This design comes from an exercise in tuning for small area on the open sky130 flow, not from production work.
The RTL was checked by simulation tests, not by an equivalence proof against the original design.
No activity file was given, so power comes from the tool's default toggle rates.

<file path="design.v">
module ariane_regfile_scrub #(
   parameter int unsigned DATA_WIDTH     = 32,
   parameter int unsigned ADDR_WIDTH     = 5,
   parameter int unsigned NR_READ_PORTS  = 2,
   parameter int unsigned NR_WRITE_PORTS = 2,
   parameter bit          ZERO_REG_ZERO  = 1'b1,
   parameter int unsigned SCRUB_INTERVAL = 16
) (
   input  logic                                 clk_i,
   input  logic                                 rst_ni,
   input  logic [NR_READ_PORTS*ADDR_WIDTH-1:0]  raddr_i,
   output logic [NR_READ_PORTS*DATA_WIDTH-1:0]  rdata_o,
   output logic [NR_READ_PORTS-1:0]             rerr_o,
   input  logic [NR_WRITE_PORTS*ADDR_WIDTH-1:0] waddr_i,
   input  logic [NR_WRITE_PORTS*DATA_WIDTH-1:0] wdata_i,
   input  logic [NR_WRITE_PORTS-1:0]            we_i,
   input  logic                                 inj_valid_i,
   input  logic [ADDR_WIDTH-1:0]                inj_addr_i,
   input  logic [DATA_WIDTH-1:0]                inj_mask_i,
   input  logic                                 scrub_en_i,
   output logic                                 err_valid_o,
   output logic [ADDR_WIDTH-1:0]                err_addr_o,
   input  logic                                 err_ack_i,
   output logic [7:0]                           err_count_o
);
   localparam int unsigned NW = 32;
   localparam int unsigned DW = 32;
   typedef enum logic [1:0] {S_IDLE, S_WAIT, S_CHECK, S_REPORT} state_e;
   logic [NW-1:1][DW-1:0] mem;
   logic [NW-1:1]         vld;
   logic [NW-1:1]         err;
   logic [4:0]  wa0, wa1, ra0, ra1, ia;
   logic [31:0] wd0, wd1;
   assign wa0 = waddr_i[4:0];
   assign wa1 = waddr_i[9:5];
   assign wd0 = wdata_i[31:0];
   assign wd1 = wdata_i[63:32];
   assign ra0 = raddr_i[4:0];
   assign ra1 = raddr_i[9:5];
   assign ia  = inj_addr_i;
   logic inj_par;
   assign inj_par = ^inj_mask_i;
   logic [NW-1:1] h0, h1, hi, s0, s1, wi, keep;
   always_comb begin
      for (int w = 1; w < NW; w++) begin
         h1[w]   = we_i[1] && (wa1 == 5'(w));
         h0[w]   = we_i[0] && (wa0 == 5'(w));
         hi[w]   = inj_valid_i && (ia == 5'(w));
         s1[w]   = h1[w];
         s0[w]   = h0[w] && !h1[w];
         wi[w]   = hi[w] && !h0[w] && !h1[w];
         keep[w] = !h0[w] && !h1[w] && (!hi[w] || vld[w]);
      end
   end
   logic [NW-1:1][DW-1:0] mem_d;
   for (genvar w = 1; w < NW; w++) begin : g_word
      for (genvar b = 0; b < DW; b++) begin : g_bit
         rf_bit_next u_next (
            .s1_i(s1[w]), .d1_i(wd1[b]), .s0_i(s0[w]), .d0_i(wd0[b]),
            .k_i(keep[w]), .q_i(mem[w][b]), .x_i(wi[w]), .m_i(inj_mask_i[b]),
            .d_o(mem_d[w][b])
         );
      end
   end
   always_ff @(posedge clk_i) begin
      for (int w = 1; w < NW; w++) begin
         mem[w] <= mem_d[w];
         err[w] <= (keep[w] & err[w]) ^ (wi[w] & inj_par);
      end
   end
   always_ff @(posedge clk_i or negedge rst_ni) begin
      if (!rst_ni) begin
         vld <= '0;
      end else begin
         vld <= vld | h0 | h1 | hi;
      end
   end
   logic [NW-1:1] rs0, rs1;
   always_comb begin
      for (int w = 1; w < NW; w++) begin
         rs0[w] = (ra0 == 5'(w)) && vld[w];
         rs1[w] = (ra1 == 5'(w)) && vld[w];
      end
   end
   logic [DW-1:0] rd0, rd1;
   logic          re0, re1;
   logic [DW:0][NW-1:1] col;    
   always_comb begin
      for (int w = 1; w < NW; w++) begin
         for (int b = 0; b < DW; b++) col[b][w] = mem[w][b];
         col[DW][w] = err[w];
      end
   end
   for (genvar b = 0; b <= DW; b++) begin : g_rd
      logic y0, y1;
      rf_rd_bit u_rd0 (.sel_i(rs0), .d_i(col[b]), .y_o(y0));
      rf_rd_bit u_rd1 (.sel_i(rs1), .d_i(col[b]), .y_o(y1));
      if (b < DW) begin : g_data
         assign rd0[b] = y0;
         assign rd1[b] = y1;
      end else begin : g_err
         assign re0 = y0;
         assign re1 = y1;
      end
   end
   assign rdata_o = {rd1, rd0};
   assign rerr_o  = {re1, re0};
   state_e      state_q, state_d;
   logic [3:0]  cnt_q, cnt_d;
   logic [4:0]  ptr_q, ptr_d, ptr_next;
   logic [4:0]  err_addr_q, err_addr_d;
   logic [7:0]  err_cnt_q, err_cnt_d;
   logic        ptr_wr_hit, ptr_bad;
   always_comb begin
      ptr_wr_hit = (we_i[0] && (wa0 == ptr_q)) || (we_i[1] && (wa1 == ptr_q));
      ptr_bad    = 1'b0;
      for (int w = 1; w < NW; w++) begin
         if (ptr_q == 5'(w)) ptr_bad = vld[w] & err[w];
      end
      ptr_next = (ptr_q == 5'd31) ? 5'd1 : ptr_q + 5'd1;
   end
   always_ff @(posedge clk_i) begin
      cnt_q <= cnt_d;
   end
   always_ff @(posedge clk_i or negedge rst_ni) begin
      if (!rst_ni) begin
         state_q    <= S_IDLE;
         ptr_q      <= 5'd1;
         err_addr_q <= '0;
         err_cnt_q  <= '0;
      end else begin
         state_q    <= state_d;
         ptr_q      <= ptr_d;
         err_addr_q <= err_addr_d;
         err_cnt_q  <= err_cnt_d;
      end
   end
   always_comb begin
      state_d    = state_q;
      cnt_d      = cnt_q;
      ptr_d      = ptr_q;
      err_addr_d = err_addr_q;
      err_cnt_d  = err_cnt_q;
      case (state_q)
         S_IDLE: begin
            if (scrub_en_i) begin
               state_d = S_WAIT;
               cnt_d   = '0;
            end
         end
         S_WAIT: begin
            if (!scrub_en_i) state_d = S_IDLE;
            else if (cnt_q == 4'd15) state_d = S_CHECK;
            else cnt_d = cnt_q + 4'd1;
         end
         S_CHECK: begin
            if (ptr_bad && !ptr_wr_hit) begin
               state_d    = S_REPORT;
               err_addr_d = ptr_q;
               if (err_cnt_q != 8'hFF) err_cnt_d = err_cnt_q + 8'd1;
            end else begin
               ptr_d   = ptr_next;
               cnt_d   = '0;
               state_d = scrub_en_i ? S_WAIT : S_IDLE;
            end
         end
         S_REPORT: begin
            if (err_ack_i) begin
               ptr_d   = ptr_next;
               cnt_d   = '0;
               state_d = scrub_en_i ? S_WAIT : S_IDLE;
            end
         end
         default: state_d = S_IDLE;
      endcase
   end
   assign err_valid_o = (state_q == S_REPORT);
   assign err_addr_o  = err_addr_q;
   assign err_count_o = err_cnt_q;
endmodule
module rf_bit_next (
   input  logic s1_i,
   input  logic d1_i,
   input  logic s0_i,
   input  logic d0_i,
   input  logic k_i,
   input  logic q_i,
   input  logic x_i,
   input  logic m_i,
   output logic d_o
);
   assign d_o = ((s1_i & d1_i) | (s0_i & d0_i) | (k_i & q_i)) ^ (x_i & m_i);
endmodule
module rf_rd_bit (
   input  logic [31:1] sel_i,
   input  logic [31:1] d_i,
   output logic        y_o
);
   logic [10:0] n;
   for (genvar g = 0; g < 10; g++) begin : g_aoi
      rf_aoi222 u_aoi (
         .a1(sel_i[3*g+1]), .a2(d_i[3*g+1]), .b1(sel_i[3*g+2]), .b2(d_i[3*g+2]),
         .c1(sel_i[3*g+3]), .c2(d_i[3*g+3]), .y(n[g])
      );
   end
   rf_nand2 u_n31 (.a(sel_i[31]), .b(d_i[31]), .y(n[10]));
   logic [2:0] o;
   rf_nand4 u_o0 (.a(n[0]), .b(n[1]), .c(n[2]), .d(n[3]), .y(o[0]));
   rf_nand4 u_o1 (.a(n[4]), .b(n[5]), .c(n[6]), .d(n[7]), .y(o[1]));
   rf_nand3 u_o2 (.a(n[8]), .b(n[9]), .c(n[10]), .y(o[2]));
   assign y_o = |o;
endmodule
module rf_aoi222 (
   input  logic a1, a2, b1, b2, c1, c2,
   output logic y
);
   assign y = ~((a1 & a2) | (b1 & b2) | (c1 & c2));
endmodule
module rf_nand2 (
   input  logic a, b,
   output logic y
);
   assign y = ~(a & b);
endmodule
module rf_nand3 (
   input  logic a, b, c,
   output logic y
);
   assign y = ~(a & b & c);
endmodule
module rf_nand4 (
   input  logic a, b, c, d,
   output logic y
);
   assign y = ~(a & b & c & d);
endmodule
</file>
<file path="run.sh">
#!/bin/bash
# synth_recipe.tcl (not shown) runs the flow's synth.tcl, then flattens the netlist and writes it again
# the make line also repeats each setting of config.mk as NAME=value (left out here)
make -C /OpenROAD-flow-scripts/flow DESIGN_CONFIG=/design/flow/config.mk WORK_HOME=/design/flow/orfs CLKGATE_MAP_FILE= SYNTH_SCRIPT=/design/flow/synth_recipe.tcl finish
</file>
<file path="config.mk">
export PLATFORM = sky130hd
export DESIGN_NAME = ariane_regfile_scrub
export DESIGN_NICKNAME = ariane_regfile_scrub
export VERILOG_FILES = /design/flow/design.v
export SDC_FILE = /design/flow/constraint.sdc
export NUM_CORES = 8
export LEC_CHECK = 0
export CAP_MARGIN = 20
export CORE_MARGIN = 2
export CORE_UTILIZATION = 35
export PLACE_DENSITY = 0.5
export SLEW_MARGIN = 20
export SYNTH_HIERARCHICAL = 1
</file>
<file path="constraint.sdc">
create_clock -name core_clock -period 10.0 [get_ports {clk_i}]
set_input_delay 2.0000 -clock core_clock [delete_from_list [all_inputs] [get_ports {clk_i}]]
set_output_delay 2.0000 -clock core_clock [all_outputs]
set_load 0.01 [all_outputs]
</file>
==> metrics.md, run 1 <==
| Metric | Value |
|---|---|
| Result of the run | `finished clean` |
| Tmin final | `~8.5 ns` |
| Critical path class | `input pin to primary output` |
| Row cnt | `148` |
| Worst vdd ir | `185 uV` |
| Critical Path Source | `raddr_i[5]` |
| Dpl ws | `1.88 ns` |
| Pre-Repair DR Iteration Count | `20` |
| Top_reg_cell synth | `dfxtp_1` |
| Final std cells w/o fill | `8,671` |
| Most common cell in the netlist | `a222oi_1` |
| Crit Reg-Reg Startpoint | `ptr_q[0]` |
| Fill cell count | `15,600` |
| Initial antenna violation count | `13` |
| Worst Hold Depth | `1` |
| Synthesized cell area | `0.0574 sq mm` |
| Final Setup Violations | `0` |
| Clk sinks | `1,078` |
| Grt ovf | `0` |
| Area share of the largest cell type after synthesis | `35.7%` |
| Final instance area | `roughly 0.07 sq mm` |
| Mapped Nets | `5,998` |
| Flop-to-flop setup slack | `about 6 ns` |
| Register area share after synthesis | `38.1%` |
| Post-synth top cells | `1,652 x a222oi_1, 1,203 x nand2_1, 1,033 x xor2_1` |
| Switch share | `34.6%` |
| Largest net degree at the start of global routing | `52` |
| Psw | `between 0.005 and 0.006 W` |
| Core Footprint | `0.163 sq mm` |
| H-tree Lvls | `4` |
| Skew-Pair Late Insertion Delay | `approximately 0.78 ns` |
| Port Buffers | `between 200 and 250` |
| Sequential power share | `43.3%` |
| Nets | `6,529` |
| DRT antenna net count | `0` |
| Hold Crit Class | `flip-flop to flip-flop` |
| HP Start | `err_cnt_q[4]` |
| Ys async rst share | `around 4.7%` |
| Final Max Slew Viols | `0` |
| Hold endpoint | `err_cnt_q[4]` |
| Ys Warns | `7` |
| Fin crit share | `84.8%` |
| Initial DRC Count | `between 15,000 and 20,000` |
| Worst rel slew slack | `16.0%` |
| Max Freq | `118 MHz` |
| Dpl cells | `8,429` |
| Synth Instances | `5,862` |
| Hold-fix buffers, CTS | `0` |
| Synth unique cells | `62` |
| Pwr/cell area | `232 mW/mm^2` |
| FF+latch count, synth | `1,078` |
| Post-CTS setup buffer count | `0` |
| Wire length of the first global-routing pass | `483 mm` |
| Total power | `0.0161 W` |
| Worst Skew | `0.0282 ns` |
| Die Area | `0.167 sq mm` |
| GPL Wtd Cong | `1.02` |
| Tot GR Track Use | `39.9%` |
| WL per Instance | `40.7 um` |
| Clock Path Buffers | `3` |
| Via count | `~66,000` |
| Measured slew at the worst slew-check pin | `1.26 ns` |
| Vias per inst | `7.62` |
| Cells on worst reg2reg path | `9` |
| DIE WIDTH | `a little over 400 um` |
| Initial Util | `35.3%` |
| CP endpoint kind | `primary output` |
| Placed Instance Area | `0.0647 sq mm` |
| CTS root buf | `clkbuf_16` |
| Main area contributors after synthesis | `dfxtp_1 36%, a222oi_1 29%, xor2_1 16%` |
| Layout cells sized above 1 | `11.3%` |
| Area growth from synthesis to layout | `20.7%` |
| Vias in the first global route | `61,800` |
| Synth area leader | `dfxtp_1` |
| Die Y | `409 um` |
| CTS clk-pin slew, worst paths | `roughly 0.06 ns` |
| Final WS setup | `between 1.5 and 2 ns` |
| Max-Cap Viols | `0` |
| Final Hold Viols | `0` |
| Leak pwr | `22.3 nW` |
| P_int | `around 0.011 W` |
| CP startpoint kind | `input pin` |
| Highest net fanout along the worst path | `24` |
| CTS tree | `done` |
| DRC | `0` |
| Worst Path Arrival | `6.48 ns` |
| Resized cells post-CTS | `0` |
| Clock power frac | `31.8%` |
| RSZ-0062 raised after global routing | `no` |
| Reg2reg end | `cnt_q[1]` |
| Num CTS Buffers | `132` |
| HPWL after detailed placement | `202 mm` |
| EDFF count, synth | `4` |
| Comb power frac | `about a quarter` |
| Worst Path Required | `8.00 ns` |
| Final WL | `353 mm` |
| TNS Setup | `0 ns` |
| Mean area per synthesized cell | `9.80 sq um` |
| I/O pins | `208` |
## layout make-up
type / instances / area (sq um) / area share [%]
multi-input combinational: 4685 / 35900 / 51.8
sequential: 1078 / 21900 / 31.5
timing repair buffer: 489 / 4320 / 6.23
clock buffer: 185 / 3850 / 5.55
tap: 2175 / 2720 / 3.92
clock inverter: 47 / 619 / 0.893
inverter: 7 / 26.3 / 0.0379
antenna: 5 / 12.5 / 0.0180
## per-stage QoR
step                utilization, %  hold WS, ns
finish                        42.6        0.506
global route                  42.6        0.527
CTS                           42.5        0.515
detailed placement            39.8        0.502
global placement              39.7        0.484
floorplan                        -        0.472
## worst max-delay path, cell delays in order
cell and delay, ns:
clkdlybuf4s50_1 0.63, nor2b_1 0.58, nor2b_1 0.52, and3_2 1.01, buf_4 0.35, a222oi_1 0.14, nand4_1 0.37, or3_1 0.26
clkdlybuf4s50_1 0.58
## cell families (layout without fill, tap and decap cells)
| family | count (synthesis) | in the layout | synth area share (%) |
|---|---|---|---|
| other | 0 | 5 | 0 |
| XOR/XNOR | 1072 | 1072 | 16.3 |
| AO/OA/AOI/OAI | 1730 | 1730 | 29.7 |
| AND/OR/NAND/NOR | 1864 | 1864 | 14.3 |
| flip-flops | 1078 | 1078 | 38.1 |
| multiplexers | 11 | 11 | 0.240 |
| buffers and inverters | 99 | 728 | 1.12 |
| adder cells (fa/ha/maj) | 8 | 8 | 0.174 |
## per-module statistics from Yosys, one instance, submodules excluded
module	copies in the design	cells inside
ariane_regfile_scrub	1	1896
rf_aoi222	660	1
rf_bit_next	992	3
rf_nand2	66	1
rf_nand3	66	1
rf_nand4	132	1
rf_rd_bit	66	1
## power by group through the flow
stage / logic, W / clock network (W) / registers (W)
3_5_place_dp: 0.00389 / 0 / 0.00697
6_report: 0.00400 / 0.00511 / 0.00697
5_1_grt: 0.00424 / 0.00529 / 0.00709
2_1_floorplan: 0.00271 / 0 / 0.00651
3_3_place_gp: 0.00378 / 0 / 0.00695
4_1_cts: 0.00391 / 0.00513 / 0.00689
## worst max path at each step
stage               cells past startpoint     endpoint
floorplan                               7  rdata_o[32]
global placement                        9  rdata_o[38]
detailed placement                      9  rdata_o[38]
CTS                                     9  rdata_o[38]
global route                            9  rdata_o[38]
finish                                  9  rdata_o[38]
## routing by layer
layer	vias up	share of wire [%]	global-route usage [%]
met5	-	0.012	0.230
met4	6	7.5	24.7
met3	1289	16	14.3
met2	6537	40	55.6
met1	32100	37	51.8
li1	26100	-	-
## registers in the layout, summed over array words and instances, names as in the netlist
signal      count
mem           992
ptr_q           5
vld            31
cnt_q           4
err            31
err_cnt_q       8
state_q         2
err_addr_q      5
## cell usage in the layout, fill, tap and decap left out, drive strengths merged, types with 14 or more instances in the layout
master,netlist,routed
clkdlybuf4s50,0,201
clkbuf,14,185
dfrtp,50,50
and2,17,17
nand2,1203,1203
xor2,1033,1033
o21ai,36,36
dfxtp,1023,1023
nand3,95,95
inv,7,14
buf,78,288
and3,69,69
nor2,187,187
xnor2,39,39
a222oi,1652,1652
clkinv,0,26
nand4,137,137
or3,66,66
nor2b,18,18
or3b,30,30
==> inputs of run 2 (changes only) <==
--- a/design.v
+++ b/design.v
@@ -41,15 +41,19 @@
    logic inj_par;
    assign inj_par = ^inj_mask_i;
-   logic [NW-1:1] h0, h1, hi, s0, s1, wi, keep;
-   always_comb begin
-      for (int w = 1; w < NW; w++) begin
-         h1[w]   = we_i[1] && (wa1 == 5'(w));
-         h0[w]   = we_i[0] && (wa0 == 5'(w));
-         hi[w]   = inj_valid_i && (ia == 5'(w));
-         s1[w]   = h1[w];
-         s0[w]   = h0[w] && !h1[w];
-         wi[w]   = hi[w] && !h0[w] && !h1[w];
-         keep[w] = !h0[w] && !h1[w] && (!hi[w] || vld[w]);
-      end
+   logic [NW-1:1] h0, h1, hi, nh1, nwr, s0, s1, wi, keep;
+   always_comb begin
+      for (int w = 1; w < NW; w++) begin
+         h1[w]  = we_i[1] && (wa1 == 5'(w));
+         h0[w]  = we_i[0] && (wa0 == 5'(w));
+         hi[w]  = inj_valid_i && (ia == 5'(w));
+         nh1[w] = !h1[w];
+         nwr[w] = !h0[w] && !h1[w];
+      end
+   end
+   for (genvar w = 1; w < NW; w++) begin : g_ctl
+      rf_and2 u_s1 (.a(we_i[1]), .b(wa1 == 5'(w)), .y(s1[w]));
+      rf_and2 u_s0 (.a(h0[w]), .b(nh1[w]), .y(s0[w]));
+      rf_and2 u_wi (.a(hi[w]), .b(nwr[w]), .y(wi[w]));
+      rf_and2 u_kp (.a(nwr[w]), .b(vld[w]), .y(keep[w]));
    end
    logic [NW-1:1][DW-1:0] mem_d;
@@ -120,10 +124,8 @@
       ptr_next = (ptr_q == 5'd31) ? 5'd1 : ptr_q + 5'd1;
    end
-   always_ff @(posedge clk_i) begin
-      cnt_q <= cnt_d;
-   end
    always_ff @(posedge clk_i or negedge rst_ni) begin
       if (!rst_ni) begin
          state_q    <= S_IDLE;
+         cnt_q      <= '0;
          ptr_q      <= 5'd1;
          err_addr_q <= '0;
@@ -131,4 +133,5 @@
       end else begin
          state_q    <= state_d;
+         cnt_q      <= cnt_d;
          ptr_q      <= ptr_d;
          err_addr_q <= err_addr_d;
@@ -136,7 +139,7 @@
       end
    end
+   assign cnt_d = (state_q == S_WAIT) ? cnt_q + 4'd1 : 4'd0;
    always_comb begin
       state_d    = state_q;
-      cnt_d      = cnt_q;
       ptr_d      = ptr_q;
       err_addr_d = err_addr_q;
@@ -144,13 +147,9 @@
       case (state_q)
          S_IDLE: begin
-            if (scrub_en_i) begin
-               state_d = S_WAIT;
-               cnt_d   = '0;
-            end
+            if (scrub_en_i) state_d = S_WAIT;
          end
          S_WAIT: begin
             if (!scrub_en_i) state_d = S_IDLE;
             else if (cnt_q == 4'd15) state_d = S_CHECK;
-            else cnt_d = cnt_q + 4'd1;
          end
          S_CHECK: begin
@@ -161,5 +160,4 @@
             end else begin
                ptr_d   = ptr_next;
-               cnt_d   = '0;
                state_d = scrub_en_i ? S_WAIT : S_IDLE;
             end
@@ -168,5 +166,4 @@
             if (err_ack_i) begin
                ptr_d   = ptr_next;
-               cnt_d   = '0;
                state_d = scrub_en_i ? S_WAIT : S_IDLE;
             end
@@ -235,2 +232,8 @@
    assign y = ~(a & b & c & d);
 endmodule
+module rf_and2 (
+   input  logic a, b,
+   output logic y
+);
+   assign y = a & b;
+endmodule
==> metrics.md, run 2 <==
| Metric | Value |
|---|---|
| Synth area leader | `dfxtp_1` |
| CTS clk-pin slew, worst paths | `around 0.06 ns` |
| Most common cell after layout, fill and taps aside | `a222oi_1` |
| Worst path bufs/invs | `3` |
| Ys Warns | `7` |
| Slowest stage delay, CP | `roughly 0.86 ns` |
| Critical path class | `input pin to primary output` |
| Tot GR Track Use | `around 44%` |
| Largest register by flop count | `mem` |
| Initial antenna violation count | `39` |
| Result of the run | `finished clean` |
| CP startpoint kind | `input pin` |
| Initial Util | `35.2%` |
| Synthesized cell area | `0.0579 sq mm` |
| Skew-Pair Late Insertion Delay | `about 0.83 ns` |
| Max reg flops | `992` |
| Worst Path Required | `8.00 ns` |
| Mean area per synthesized cell | `9.73 sq um` |
| Row cnt | `around 150` |
| DIE WIDTH | `411 um` |
| EDFF count, synth | `0` |
| Ys async rst share | `5.10%` |
| Tmin final | `8.17 ns` |
| Fin crit share | `81.7%` |
| Most common cell in the netlist | `a222oi_1` |
| HPWL after detailed placement | `228 mm` |
| Area growth from synthesis to layout | `18.6%` |
| Cell Chain, Critical Path | `clkdlybuf4s50_1 > and2_1 > nor2b_1 > and3_2 > buf_4 > a222oi_1 > nand4_1 > or3_1 > clkdlybuf4s50_1` |
| Main area contributors after synthesis | `dfxtp_1 35%, a222oi_1 29%, xor2_1 16%` |
| Simple-Gate Fraction of Synth Area | `15.0%` |
| Met2 GRT Util | `58.3%` |
| Hold-fix buffers, CTS | `0` |
| Core Footprint | `0.165 sq mm` |
| GR Util met1 | `54.7%` |
| Pre-Repair DR Iteration Count | `27` |
| Max-Cap Viols | `0` |
| Final Hold Viols | `0` |
| TNS Setup | `0 ns` |
| Post-synth top cells | `1,652 x a222oi_1, 1,214 x nand2_1, 1,037 x xor2_1` |
| Initial DRC Count | `22,300` |
| Worst rel slew slack | `11.4%` |
| Clock Path Buffers | `3` |
| Mux contribution to synthesized area | `0.125%` |
| I/O pins | `208` |
| Worst vdd ir | `190 uV` |
| Via count | `69,900` |
| GR peak layer | `met2` |
| Commonest non-fill, non-tap cells in the layout | `1,652 x a222oi_1, 1,214 x nand2_1, 1,037 x xor2_1` |
| Largest family of logic cells by synthesized area | `compound AO/OA/AOI/OAI gates` |
| Port Buffers | `207` |
| Measured slew at the worst slew-check pin | `about 1.3 ns` |
| Pwr/cell area | `214 mW/mm^2` |
| WL per Instance | `roughly 45 um` |
| Final WL | `395 mm` |
| Final Max Slew Viols | `0` |
| Nets | `about 6,600` |
| Largest regs | `mem: 992 flops, err: 31 flops, vld: 31 flops` |
| CP endpoint kind | `primary output` |
| Die Area | `0.169 sq mm` |
| Met3 GRT Util | `21.7%` |
| CTS root buf | `clkbuf_16` |
| Num CTS Buffers | `132` |
| Mapped Nets | `6,082` |
| Area share of the largest cell type after synthesis | `35.4%` |
| Max Freq | `122 MHz` |
| Largest net degree at the start of global routing | `56` |
| Post-CTS setup buffer count | `0` |
| CP max stage cell | `and3_2` |
| Resized cells post-CTS | `0` |
| Register area share after synthesis | `a little under two fifths` |
| Dpl ws | `roughly 2.2 ns` |
| Vias in the first global route | `64,800` |
| Vias per inst | `between 7 and 8` |
| Core Util, Final | `41.7%` |
| Final WS setup | `1.83 ns` |
| CTS tree | `done` |
| Highest net fanout along the worst path | `20` |
| Synth Instances | `5,946` |
| Synth unique cells | `65` |
| Hold_ws | `roughly 0.47 ns` |
| DRT antenna net count | `0` |
| Post-synthesis adder-cell area fraction | `0.173%` |
| DRC | `0` |
| Hold Crit Class | `flip-flop to flip-flop` |
| Leak pwr | `21.6 nW` |
| Final Setup Violations | `0` |
| Wire length of the first global-routing pass | `around 530 mm` |
| H-tree Lvls | `4` |
| Most used cell, CP | `clkdlybuf4s50_1` |
| Clk sinks | `between 1,000 and 1,500` |
| Post-synthesis xor/xnor area fraction | `16.2%` |
| Layout cells sized above 1 | `10.4%` |
| Worst Path Arrival | `around 6.2 ns` |
| Cell family with most CP delay | `simple AND/OR/NAND/NOR gates` |
| RSZ-0062 raised after global routing | `no` |
| Grt ovf | `0` |
| Die Y | `411 um` |
| GPL Wtd Cong | `1.02` |
| FF+latch count, synth | `1,078` |
| Top_reg_cell synth | `dfxtp_1` |
| Synth Area in Compound Gates | `29.5%` |
| Worst Skew | `0.0272 ns` |
==> run 2: changes by cell type in the layout (fill, tap and decap cells not counted), sizes merged, moves of 24 or more <==
cell and change:
nor2 -61, o21ai -24, diode +33, and2 +130, or3b -28, a21oi +31
==> run 2: cell families after synthesis <==
| family | count (synthesis) |
|---|---|
| buffers and inverters | 114 |
| adder cells (fa/ha/maj) | 8 |
| XOR/XNOR | 1072 |
| AND/OR/NAND/NOR | 1934 |
| flip-flops | 1078 |
| multiplexers | 6 |
| AO/OA/AOI/OAI | 1734 |
==> run 2: through the flow <==
step | total power (W) | cell area (sq um) | instances
floorplan | 0.00800 | 57900 | 5946
global placement | 0.00948 | 64300 | 8510
detailed placement | 0.00954 | 64200 | 8510
CTS | 0.0144 | 68500 | 8739
global route | 0.0150 | 68500 | 8745
finish | 0.0147 | 68600 | 8777
==> run 2: metal layers <==
layer | vias up | part of all wire, %
met3 | 2178 | 18
met4 | 26 | 9.2
met5 | - | 0.089
met1 | 33500 | 35
li1 | 26300 | -
met2 | 7859 | 38
==> run 2: cell type report <==
class	instances	area, sq um
antenna	38	95.1
clock buffer	199	3930
clock inverter	30	357
fill	16000	96000
inverter	9	33.8
multi-input combinational	4754	35500
sequential	1078	21900
tap	2189	2740
timing repair buffer	480	4060
==> run 2: power by group <==
part	internal, W	leakage, nW	total [W]	switching, W
Combinational	0.00137	10.5	0.00352	0.00216
Clock	0.00285	2.11	0.00498	0.00214
Sequential	0.00527	9.00	0.00621	0.000938
Total	0.00948	21.6	0.0147	0.00523
==> run 2: final timing paths <==
| kind | start | endpoint | slack (ns) | cells past startpoint |
|---|---|---|---|---|
| worst max-delay path | raddr_i[5] | rdata_o[50] | 1.83 | 9 |
| worst min-delay path | cnt_q[0] | cnt_q[0] | 0.47 | 1 |
| worst max register to register | ptr_q[0] | err_addr_q[3] | 6.04 | 9 |
| worst min register to register | cnt_q[0] | cnt_q[0] | 0.47 | 1 |
| max in group asynchronous | rst_ni | vld[14] | 8.04 | 2 |
| min in group asynchronous | rst_ni | cnt_q[1] | 1.37 | 2 |
==> run 2: per-module statistics from Yosys (local to each module, per instance) <==
module	copies in the design	cells	area, sq um
rf_bit_next	992	3	22.5
rf_and2	124	1	6.26
rf_nand3	66	1	5.00
rf_aoi222	660	1	10.0
rf_nand4	132	1	6.26
rf_rd_bit	66	1	6.26
ariane_regfile_scrub	1	1856	26300
rf_nand2	66	1	3.75
==> inputs of run 3 (changes only) <==
==> flow/run.sh (new file) <==
#!/bin/bash
# Standard ORFS layout (the standard.sh) with three changes to how it is built:
#  - clock tree: small clock buffers (clkbuf_4), sink clusters of at most 8 within 50 um, no
#    dummy loads;
#  - port buffers: every input and output still gets one, made as buf_2; after global placement
#    (flow/port_bufs.tcl) those driving an output port or only a few loads become buf_1.
# make's full output goes to flow_make.log; ORFS writes each step's log under orfs/logs/.
set -euo pipefail
here=$(cd "$(dirname "$0")" && pwd)
bash standard.sh finish \
  "CTS_ARGS=-sink_clustering_enable -repair_clock_nets -dont_use_dummy_load -buf_list sky130_fd_sc_hd__clkbuf_4 -sink_clustering_size 8 -sink_clustering_max_diameter 50" \
  "BUFFER_PORTS_ARGS=-buffer_cell sky130_fd_sc_hd__buf_2" \
  "POST_GLOBAL_PLACE_TCL=$here/port_bufs.tcl" \
  > flow_make.log 2>&1
==> flow/port_bufs.tcl (new file) <==
# After global placement: the port buffers were all made as buf_2; those that drive an output
# port, or an input's few loads, only need the smallest buffer, so make them buf_1 (the resizer
# still sizes them up where a net needs it).
set pb_block [ord::get_db_block]
set pb_small [get_lib_cells sky130_fd_sc_hd__buf_1]
set pb_n 0
foreach inst [$pb_block getInsts] {
  if {[[$inst getMaster] getName] ne "sky130_fd_sc_hd__buf_2"} continue
  set in_port 0
  set out_port 0
  set loads 0
  foreach it [$inst getITerms] {
    set n [$it getNet]
    if {$n eq "NULL"} continue
    if {[$it isInputSignal] && [llength [$n getBTerms]] > 0} { set in_port 1 }
    if {[$it isOutputSignal]} {
      if {[llength [$n getBTerms]] > 0} { set out_port 1 }
      set loads [expr {[llength [$n getITerms]] - 1}]
    }
  }
  if {$out_port || ($in_port && $loads <= 12)} {
    replace_cell [get_cells [$inst getName]] $pb_small
    incr pb_n
  }
}
puts "port_bufs: $pb_n port buffers made buf_1"
==> standard.sh (new file) <==
#!/bin/bash
# synth_recipe.tcl (not shown) runs the flow's synth.tcl, then flattens the netlist and writes it again
# the make line also repeats each setting of config.mk as NAME=value (left out here)
make -C /OpenROAD-flow-scripts/flow DESIGN_CONFIG=/design/flow/config.mk WORK_HOME=/design/flow/orfs CLKGATE_MAP_FILE= SYNTH_SCRIPT=/design/flow/synth_recipe.tcl "${@:-finish}"
--- a/config.mk
+++ b/config.mk
@@ -6,8 +6,8 @@
 export NUM_CORES = 8
 export LEC_CHECK = 0
-export CAP_MARGIN = 20
+export CAP_MARGIN = 10
 export CORE_MARGIN = 2
-export CORE_UTILIZATION = 35
-export PLACE_DENSITY = 0.5
-export SLEW_MARGIN = 20
+export CORE_UTILIZATION = 28
+export PLACE_DENSITY = 0.42
+export SLEW_MARGIN = 10
 export SYNTH_HIERARCHICAL = 1
removed: run.sh
==> metrics.md, run 3 <==
| Metric | Value |
|---|---|
| Most common cell after layout, fill and taps aside | `a222oi_1` |
| Area growth from synthesis to layout | `11.3%` |
| DRC | `0` |
| Die Y | `459 um` |
| Crit Reg-Reg Startpoint | `ptr_q[1]` |
| Slowest stage delay, CP | `1.09 ns` |
| Resized cells post-CTS | `0` |
| Worst rel slew slack | `11.6%` |
| Initial antenna violation count | `54` |
| RSZ-0062 raised after global routing | `no` |
| Tot GR Track Use | `38.9%` |
| FF+latch count, synth | `1,078` |
| Core Footprint | `just over 0.2 sq mm` |
| HP Start | `cnt_q[0]` |
| Fill cell count | `21,200` |
| Layout cells sized above 1 | `9.64%` |
| WL per Instance | `between 40 and 50 um` |
| Max reg flops | `992` |
| Grt ovf | `0` |
| Port Buffers | `207` |
| Final WS setup | `around 2.1 ns` |
| Cell family with most CP delay | `simple AND/OR/NAND/NOR gates` |
| Max-Cap Viols | `0` |
| Most used cell, CP | `buf_1` |
| Pwr/cell area | `between 150 and 200 mW/mm^2` |
| Result of the run | `finished clean` |
| Pre-Repair DR Iteration Count | `15` |
| Post-synth top cells | `1,652 x a222oi_1, 1,214 x nand2_1, 1,037 x xor2_1` |
| Ys Warns | `7` |
| Critical path class | `input pin to primary output` |
| Worst vdd ir | `156 uV` |
| Final Hold Viols | `0` |
| Critical Path Source | `raddr_i[8]` |
| Initial DRC Count | `20,500` |
| Clk sinks | `1,078` |
| CTS tree | `done` |
| Top_reg_cell synth | `dfxtp_1` |
| Mean area per synthesized cell | `9.73 sq um` |
| Worst Skew | `0.128 ns` |
| Synth area leader | `dfxtp_1` |
| Dpl ws | `2.51 ns` |
| Worst path bufs/invs | `3` |
| Main area contributors after synthesis | `dfxtp_1 35%, a222oi_1 29%, xor2_1 16%` |
| Row cnt | `roughly 170` |
| DIE WIDTH | `459 um` |
| Tmin final | `7.88 ns` |
| Synth Instances | `5,946` |
| Vias in the first global route | `64,400` |
| Worst Path Required | `8.00 ns` |
| Synthesized cell area | `~0.058 sq mm` |
| Commonest non-fill, non-tap cells in the layout | `1,652 x a222oi_1, 1,214 x nand2_1, 1,037 x xor2_1` |
| Largest regs | `mem: 992 flops, err: 31 flops, vld: 31 flops` |
| Final std cells w/o fill | `9,120` |
| H-tree Lvls | `4` |
| Hold_ws | `0.462 ns` |
| Register area share after synthesis | `37.8%` |
| Via count | `68,900` |
| Skew-Pair Late Insertion Delay | `1.32 ns` |
| TNS Setup | `0 ns` |
| Post-CTS setup buffer count | `0` |
| Final Max Slew Viols | `0` |
| Ys async rst share | `5.10%` |
| Leak pwr | `19.4 nW` |
| Die Area | `approximately 0.21 sq mm` |
| Clock Path Buffers | `3` |
| CP startpoint kind | `input pin` |
| Final WL | `429 mm` |
| Synth unique cells | `65` |
| HPWL after detailed placement | `249 mm` |
| Worst Path Arrival | `5.88 ns` |
| DRT antenna net count | `0` |
| EDFF count, synth | `0` |
| CTS root buf | `clkbuf_4` |
| Cell Chain, Critical Path | `buf_1 > nor2b_1 > and2_1 > and3_2 > buf_4 > a222oi_1 > nand4_1 > or3_1 > buf_1` |
| Hold-fix buffers, CTS | `0` |
| Largest register by flop count | `mem` |
| Measured slew at the worst slew-check pin | `roughly 1.3 ns` |
| Final Setup Violations | `0` |
| CP endpoint kind | `primary output` |
| Most common cell in the netlist | `a222oi_1` |
| Hold Crit Class | `flip-flop to flip-flop` |
| Nets | `6,527` |
| Num CTS Buffers | `174` |
| CTS clk-pin slew, worst paths | `approximately 0.05 ns` |
| Largest net degree at the start of global routing | `between 50 and 60` |
| Max Freq | `about 130 MHz` |
| I/O pins | `between 200 and 250` |
| Wire length of the first global-routing pass | `568 mm` |
| Mapped Nets | `6,082` |
| Fin crit share | `78.8%` |
| Vias per inst | `7.55` |
| Initial Util | `28.2%` |
| Highest net fanout along the worst path | `17` |
| Dpl cells | `a little under 9,000` |
| Area share of the largest cell type after synthesis | `35.4%` |
| CP max stage cell | `a222oi_1` |
[run 3: per-stage QoR]
step / utilization, % / total power [W] / area [sq um]
4_1_cts: 31.4 / 0.0121 / 64300
3_3_place_gp: 30.8 / 0.00949 / 63200
2_1_floorplan: - / 0.00800 / 57900
3_5_place_dp: 30.7 / 0.00953 / 63000
6_report: 31.4 / 0.0123 / 64400
5_1_grt: 31.4 / 0.0126 / 64400
[run 3: final timing paths]
check	endpoint	slack [ns]	depth (start not counted)
max	rdata_o[42]	2.12	9
min	cnt_q[0]	0.46	1
max reg2reg	ptr_q[1]	6.03	8
min reg2reg	cnt_q[0]	0.46	1
max in group asynchronous	vld[5]	8.48	2
min in group asynchronous	err_cnt_q[0]	0.81	2
[run 3: layout make-up]
type / count / area, sq um / share of cell area [%]
multi-input combinational: 4754 / 35600 / 55.3
sequential: 1078 / 21900 / 33.9
tap: 2688 / 3360 / 5.22
timing repair buffer: 374 / 2120 / 3.29
clock buffer: 174 / 1310 / 2.03
antenna: 43 / 108 / 0.167
inverter: 9 / 33.8 / 0.0524
[run 3: worst reg2reg max path, stage by stage (launching register included)]
cell and delay (ns):
dfrtp_1 0.60, ha_1 0.70, and3_1 0.28, ha_1 0.36, a2111oi_1 0.17, a311oi_2 0.72
inv_1 0.35, o21a_1 0.34, mux2_1 0.33
[run 3: modules after synthesis, one instance, submodules excluded]
module / cells inside / copies in the design / flip-flops and latches / cell area, sq um
rf_nand4: 1 / 132 / 0 / 6.26
rf_aoi222: 1 / 660 / 0 / 10.0
rf_nand2: 1 / 66 / 0 / 3.75
rf_rd_bit: 1 / 66 / 0 / 6.26
rf_bit_next: 3 / 992 / 0 / 22.5
rf_nand3: 1 / 66 / 0 / 5.00
ariane_regfile_scrub: 1856 / 1 / 1078 / 26300
rf_and2: 1 / 124 / 0 / 6.26
[run 3: cells by family after synthesis]
group                      Yosys count  share of synthesized area (%)
AOI/OAI and AO/OA                 1734                           29.5
xor gates and xnor gates          1072                           16.2
adders and majority gates            8                          0.173
buffers and inverters              114                           1.26
DFF                               1078                           37.8
muxes                                6                          0.125
and+or+nand+nor                   1934                           15.0
[run 3: metal layers]
layer	track usage [%]	up-vias	part of all wire (%)
met5	0.138	-	0.043
met4	28.7	28	8.7
met3	16.8	1904	15
met2	53.9	6988	40
met1	47.3	33800	36
li1	-	26100	-
[run 3: where the power goes]
group | internal, W | leakage [nW] | switching [W]
sequential | 0.00526 | 9.00 | 0.00100
clock | 0.000791 | 0.801 | 0.00182
combinational | 0.00123 | 9.64 | 0.00217
total | 0.00728 | 19.4 | 0.00499
==> inputs of run 4 (changes only) <==
==> flow/run.sh (replaced) <==
#!/bin/bash
# Standard ORFS layout (the standard.sh) with these changes to how it is built:
#  - clock tree: small clock buffers (clkbuf_4), sink clusters of at most 8 within 50 um, no
#    dummy loads;
#  - port buffers: every input and output still gets one, made as buf_2; after global placement
#    (flow/port_bufs.tcl) those driving an output port or only a few loads become buf_1;
#  - after global routing, gates off the critical paths are sized down where timing allows
#    (ORFS's RECOVER_POWER step, all paths).
# make's full output goes to flow_make.log; ORFS writes each step's log under orfs/logs/.
set -euo pipefail
here=$(cd "$(dirname "$0")" && pwd)
bash standard.sh finish \
  "CTS_ARGS=-sink_clustering_enable -repair_clock_nets -dont_use_dummy_load -buf_list sky130_fd_sc_hd__clkbuf_4 -sink_clustering_size 8 -sink_clustering_max_diameter 50" \
  "BUFFER_PORTS_ARGS=-buffer_cell sky130_fd_sc_hd__buf_2" \
  "POST_GLOBAL_PLACE_TCL=$here/port_bufs.tcl" \
  "RECOVER_POWER=100" \
  > flow_make.log 2>&1
==> metrics.md, run 4 <==
| Metric | Value |
|---|---|
| Result of the run | `failed layout checks` |
| Violated checks | `max-capacitance violations, max-slew violations` |
| Ys async rst share | `5.10%` |
| TNS Setup | `0 ns` |
| Port Buffers | `207` |
| Initial DRC Count | `around 20,000` |
| Commonest non-fill, non-tap cells in the layout | `1,652 x a222oi_1, 1,215 x nand2_1, 1,037 x xor2_1` |
| Hold-fix buffers, CTS | `0` |
| DRC | `0` |
| Total power | `about 0.012 W` |
| Tmin final | `9.20 ns` |
| Die Area | `around 0.21 sq mm` |
| Via count | `68,900` |
| Measured slew at the worst slew-check pin | `~5.5 ns` |
| Area share of the largest cell type after synthesis | `35.4%` |
| Largest regs | `mem: 992 flops, err: 31 flops, vld: 31 flops` |
| Wire length of the first global-routing pass | `568 mm` |
| Clk sinks | `1,078` |
| Max-Cap Viols | `55` |
| Largest register by flop count | `mem` |
| CTS tree | `done` |
| Most common cell in the netlist | `a222oi_1` |
| Initial antenna violation count | `55` |
| Synthesized cell area | `0.0579 sq mm` |
| Max reg flops | `between 900 and 1,000` |
| Core Footprint | `0.205 sq mm` |
| Worst Skew | `~0.15 ns` |
| Resized cells post-CTS | `0` |
| Most common cell after layout, fill and taps aside | `a222oi_1` |
| Area growth from synthesis to layout | `11.0%` |
| Worst Path Required | `8.00 ns` |
| Post-CTS setup buffer count | `0` |
| Highest net fanout along the worst path | `20` |
| Die Y | `459 um` |
| Grt ovf | `0` |
| Leak pwr | `about 19 nW` |
| I/O pins | `208` |
| CP startpoint kind | `input pin` |
| WL per Instance | `47.0 um` |
| H-tree Lvls | `4` |
| Register area share after synthesis | `37.8%` |
| Vias per inst | `7.55` |
| Worst rel slew slack | `-265%` |
| Synth unique cells | `between 60 and 70` |
| Clock Path Buffers | `3` |
| Worst Path Arrival | `7.20 ns` |
| Mean area per synthesized cell | `just under 10 sq um` |
| Vias in the first global route | `64,400` |
| Num CTS Buffers | `around 170` |
| Synth Instances | `roughly 5,900` |
| EDFF count, synth | `0` |
| Pre-Repair DR Iteration Count | `17` |
| Placed Instance Area | `0.0630 sq mm` |
| Fin crit share | `92.0%` |
| Hold Crit Class | `flip-flop to flip-flop` |
| Critical path class | `input pin to primary output` |
| DRT antenna net count | `0` |
| CTS clk-pin slew, worst paths | `0.05 ns` |
| Final instance area | `0.0642 sq mm` |
| Top_reg_cell synth | `dfxtp_1` |
| Mapped Nets | `6,082` |
| RSZ-0062 raised after global routing | `no` |
| Final WL | `429 mm` |
| Layout cells sized above 1 | `roughly 8.6%` |
| Post-synth top cells | `1,652 x a222oi_1, 1,214 x nand2_1, 1,037 x xor2_1` |
| Largest net degree at the start of global routing | `56` |
| Worst vdd ir | `155 uV` |
| Pwr/cell area | `191 mW/mm^2` |
| DIE WIDTH | `459 um` |
| Main area contributors after synthesis | `dfxtp_1 35%, a222oi_1 29%, xor2_1 16%` |
| Final Setup Violations | `0` |
| FF+latch count, synth | `1,078` |
| Final Max Slew Viols | `1,323` |
| Max Freq | `109 MHz` |
| Tot GR Track Use | `38.9%` |
| Nets | `6,527` |
| Fill cell count | `21,200` |
| Skew-Pair Late Insertion Delay | `around 1.4 ns` |
| Final Hold Viols | `0` |
| CTS root buf | `clkbuf_4` |
| Initial Util | `28.2%` |
| HPWL after detailed placement | `249 mm` |
| Row cnt | `166` |
| CP endpoint kind | `primary output` |
| Synth area leader | `dfxtp_1` |
| Ys Warns | `7` |
run 4: metrics by stage:
| step | setup WS [ns] | utilization, % | cells | hold WS [ns] |
|---|---|---|---|---|
| after detailed placement | 2.51 | 30.7 | 8903 | 0.458 |
| after global placement | 2.72 | 30.8 | 8903 | 0.452 |
| final | 0.801 | 31.3 | 9121 | 0.463 |
| after floorplan | 4.25 | - | 5946 | 0.432 |
| after global routing | 1.22 | 31.3 | 9095 | 0.473 |
| after CTS | 2.51 | 31.4 | 9077 | 0.465 |
run 4: critical path, stage by stage:
cell and delay (ns):
clkbuf_1 0.29, nor2b_1 0.42, nor2b_1 0.28, and3_1 1.12
clkbuf_1 1.61, a222oi_1 0.50, nand4_1 0.41, or3_1 0.34
buf_1 0.21
run 4: path summary, 6_finish.rpt:
path / from / endpoint / slack [ns] / cells after the start
max: raddr_i[5] / rdata_o[55] / 0.80 / 9
min: cnt_q[0] / cnt_q[0] / 0.46 / 1
max reg2reg: vld[29] / mem[906] / 4.29 / 3
min reg2reg: cnt_q[0] / cnt_q[0] / 0.46 / 1
max in group asynchronous: rst_ni / vld[9] / 5.90 / 2
min in group asynchronous: rst_ni / err_cnt_q[0] / 1.93 / 2
run 4: logic make-up after synthesis:
| kind of cell | count (synthesis) | share of synthesized area, % |
|---|---|---|
| xor+xnor | 1072 | 16.2 |
| mux | 6 | 0.125 |
| buf+inv | 114 | 1.26 |
| fa+ha+maj | 8 | 0.173 |
| flops | 1078 | 37.8 |
| simple gates | 1934 | 15.0 |
| compound gates | 1734 | 29.5 |
run 4: per-layer routing:
layer	track usage, %	part of all wire (%)	up-vias
met3	16.8	15	1956
met4	28.7	9.1	34
met1	47.3	36	33800
met5	0.138	0.081	-
met2	53.9	39	6926
li1	-	-	26100
run 4: modules after synthesis (local to each module, per instance):
module | times used | flip-flops and latches | cells inside | cell area, sq um
ariane_regfile_scrub | 1 | 1078 | 1856 | 26300
rf_bit_next | 992 | 0 | 3 | 22.5
rf_aoi222 | 660 | 0 | 1 | 10.0
rf_and2 | 124 | 0 | 1 | 6.26
rf_nand4 | 132 | 0 | 1 | 6.26
rf_rd_bit | 66 | 0 | 1 | 6.26
rf_nand3 | 66 | 0 | 1 | 5.00
rf_nand2 | 66 | 0 | 1 | 3.75
run 4: area by class of cell:
cell class                 count  area, sq um  area share [%]
inverter                       9         33.8          0.0526
timing repair buffer         374         2020            3.14
sequential                  1078        21900            34.0
clock buffer                 174         1310            2.03
antenna                       44          110           0.171
multi-input combinational   4754        35600            55.3
tap                         2688         3360            5.24
run 4: power breakdown:
| group | internal, W | switching (W) | total, W |
|---|---|---|---|
| logic | 0.00121 | 0.00216 | 0.00337 |
| registers | 0.00526 | 0.00101 | 0.00627 |
| clock network | 0.000791 | 0.00183 | 0.00262 |

what the ideal ports hide:
The results above use ideal ports. As a check the final layouts listed here were re-extracted and re-timed, cells and wires unchanged. Step 1: set_driving_cell puts a clkbuf_16 on clk_i and a buf_2 on each other input, an assumption about the parent block. Step 2 also shifts input and output timing later by t, the mid clock arrival at the registers, as if the neighbouring blocks saw the same clock. Three values: no drivers, after step 1, after step 2; two values: the first two.
run | shift t [ns] | setup slack, ns | clock arrival spread, ns
run 1 | 0.853 | 1.522 / 1.493 / 1.493 | 0.042 / 0.042
run 2 | 0.893 | 1.834 / 1.789 / 1.789 | 0.040 / 0.041
run 3 | 1.382 | 2.123 / 2.100 / 2.100 | 0.191 / 0.191
run 4 | 1.419 | 0.801 / 0.774 / 0.703 | 0.189 / 0.189
The setup slack of run 4, which loses most, moves by -0.027 ns with the drivers and by -0.098 ns with both steps.
